What follows belongs to an exercise in optimizing a design on an open flow for small area, a short achievable clock period and few clock cycles per item; a production flow would make more cautious choices. Only simulation tests tie the RTL to the original design; equivalence was not proved. Power and IR drop assume default switching activity.

job 8183:
==> flow/design.v (excerpt) <==
module sobel_stream #(
    parameter int WIDTH = 128,
    parameter int DEPTH = 128,
    parameter int PIX_W = 8
) (
    input  logic             ClkPort,
    input  logic             Reset,
    input  logic [PIX_W-1:0] threshold,
    input  logic             in_valid,
    output logic             in_ready,
    input  logic [PIX_W-1:0] in_pixel,
    output logic             out_valid,
    input  logic             out_ready,
    output logic             out_edge,
    output logic             out_first,
    output logic             out_last
);
export LEC_CHECK = 0
export ABC_CLOCK_PERIOD_IN_PS = 3000
export CAP_MARGIN = 20
export CORE_MARGIN = 2
export CORE_UTILIZATION = 80
export PLACE_DENSITY = 0.88
export SLEW_MARGIN = 20
create_clock -name core_clock -period 9.0 [get_ports {ClkPort}]
standard.sh (not shown) runs the stock make flow with config.mk's settings and CLKGATE_MAP_FILE= SYNTH_SCRIPT=/design/flow/synth_recipe.tcl, a recipe that flattens the netlist after the stock synthesis.
==> flow/flow/run.sh <==
#!/bin/bash
# Standard layout, with the standard synthesis run on its own first, then the rest of the
# flow with a larger setup repair margin, plain buffers on the ports and no dummy clock loads.
set -euo pipefail
bash standard.sh synth > synth.log 2>&1
bash standard.sh SETUP_SLACK_MARGIN=6.3 \
  "BUFFER_PORTS_ARGS=-buffer_cell sky130_fd_sc_hd__buf_2" \
  "CTS_ARGS=-sink_clustering_enable -repair_clock_nets -sink_clustering_size 30 -sink_clustering_max_diameter 50 -dont_use_dummy_load" \
  finish > layout.log 2>&1
Seen in the log of job 8183: DPL-0033 during 4_1_cts, after which the run never completed.
Testbench counts of job 8183, summed over its fixed seeds: cycles 263,224, pixels 262,144.
Changes in job 7496 relative to job 8183:
- PLACE_DENSITY: 0.88 -> 0.75
- CORE_UTILIZATION: 80 -> 65
--- a/flow/flow/run.sh
+++ b/flow/flow/run.sh
@@ -8 +8 @@
-  "CTS_ARGS=-sink_clustering_enable -repair_clock_nets -sink_clustering_size 30 -sink_clustering_max_diameter 50 -dont_use_dummy_load" \
+  "CTS_ARGS=-sink_clustering_enable -repair_clock_nets -sink_clustering_size 18 -sink_clustering_max_diameter 40 -dont_use_dummy_load -buf_list sky130_fd_sc_hd__clkbuf_8 -root_buf sky130_fd_sc_hd__clkbuf_16" \
### Flow results
- Having completed the whole flow, job 7496 delivered a layout that passed the timing, DRC and antenna checks.
- Of job 8183 and job 7496, the higher post-placement worst setup slack belongs to job 7496.
- Job 7496 vs. job 8183: global placer's final weighted congestion down 0.061; part of the Yosys area used for sequential elements comparable; horizontal die dimension picked up an extra 27 µm.
- Looking at starting density of the core, job 7496 sits 14 points lower than job 8183 does.
Input-level comparison between job 3936 and job 7496:
- putting SETUP_SLACK_MARGIN at 5 where nothing was set
- putting CTS_CLUSTER_DIAMETER at 50 where nothing was set
- putting CTS_CLUSTER_SIZE at 30 where nothing was set
==> flow/run.sh (new file) <==
#!/bin/bash
# synth_recipe.tcl (not shown) runs the flow's synth.tcl, then flattens the netlist and writes it again
# the make line also repeats each setting of config.mk as NAME=value (left out here)
make -C /OpenROAD-flow-scripts/flow DESIGN_CONFIG=/design/flow/config.mk WORK_HOME=/design/flow/orfs CLKGATE_MAP_FILE= SYNTH_SCRIPT=/design/flow/synth_recipe.tcl finish
removed: flow/flow/run.sh
removed: flow/standard.sh
[summary]
Job 3936 ran to completion and came out clean on the timing, DRC and antenna checks.
Setup slack in job 3936 is smaller than in job 7496.
Compared with job 7496, in job 3936 post-synthesis share of cell area spent on xor and xnor gates saw little to no change; sum of routed wire length over all layers saw an increase.
In job 3936 relative to job 7496, via count had gone up slightly.
Relative to job 7496, the cell area of job 3936 is higher by about 3.4%.
Changes in job 5718 relative to job 3936:
- CTS_CLUSTER_DIAMETER removed (was 50)
- SETUP_SLACK_MARGIN removed (was 5)
- CTS_CLUSTER_SIZE removed (was 30)
==> flow/flow/run.sh (new file) <==
#!/bin/bash
# Standard layout, with the standard synthesis run on its own first, then the rest of the
# flow with a larger setup repair margin, plain buffers on the ports and no dummy clock loads.
set -euo pipefail
bash standard.sh synth > synth.log 2>&1
bash standard.sh SETUP_SLACK_MARGIN=6.3 \
  "BUFFER_PORTS_ARGS=-buffer_cell sky130_fd_sc_hd__buf_2" \
  "CTS_ARGS=-sink_clustering_enable -repair_clock_nets -sink_clustering_size 30 -sink_clustering_max_diameter 50 -dont_use_dummy_load" \
  finish > layout.log 2>&1
==> flow/standard.sh (new file) <==
#!/bin/bash
# synth_recipe.tcl (not shown) runs the flow's synth.tcl, then flattens the netlist and writes it again
# the make line also repeats each setting of config.mk as NAME=value (left out here)
make -C /OpenROAD-flow-scripts/flow DESIGN_CONFIG=/design/flow/config.mk WORK_HOME=/design/flow/orfs CLKGATE_MAP_FILE= SYNTH_SCRIPT=/design/flow/synth_recipe.tcl "${@:-finish}"
removed: flow/run.sh
[summary]
- Number of standard cells in the final layout excluding fillers was lower in job 5718 than in job 3936.
- Wire length of the first global-routing pass on job 5718 is ahead of job 3936.
- Against job 3936, job 5718 comes in 2.2% higher on total area of multi-input combinational cells.
- The power in job 5718 is 0.936 times that in job 3936.

static timing again, ports no longer ideal:
Ports are ideal in the flow. The routed layouts listed here were re-timed in OpenROAD.
Step 1, drivers: a clkbuf_16 drives ClkPort and a buf_2 each remaining input, both assumed.
Step 2 also shifts input and output timing later by t, the mid clock arrival at the registers, as if the neighbouring blocks saw the same clock.
a / b / c = no drivers / after step 1 / after step 2; a / b = the first two.
run | t, ns | slack for setup (ns) | latest minus earliest clock arrival (ns)
job 7496 | 0.704 | 6.014 / 5.952 / 5.797 | 0.118 / 0.118
job 3936 | 0.751 | 5.596 / 5.527 / 5.248 | 0.054 / 0.054
job 5718 | 0.713 | 6.031 / 5.966 / 5.784 | 0.113 / 0.113
After both steps setup and hold are still met in every run listed. The setup slack of job 3936, which loses most, moves by -0.069 ns with the drivers and by -0.348 ns with both steps.
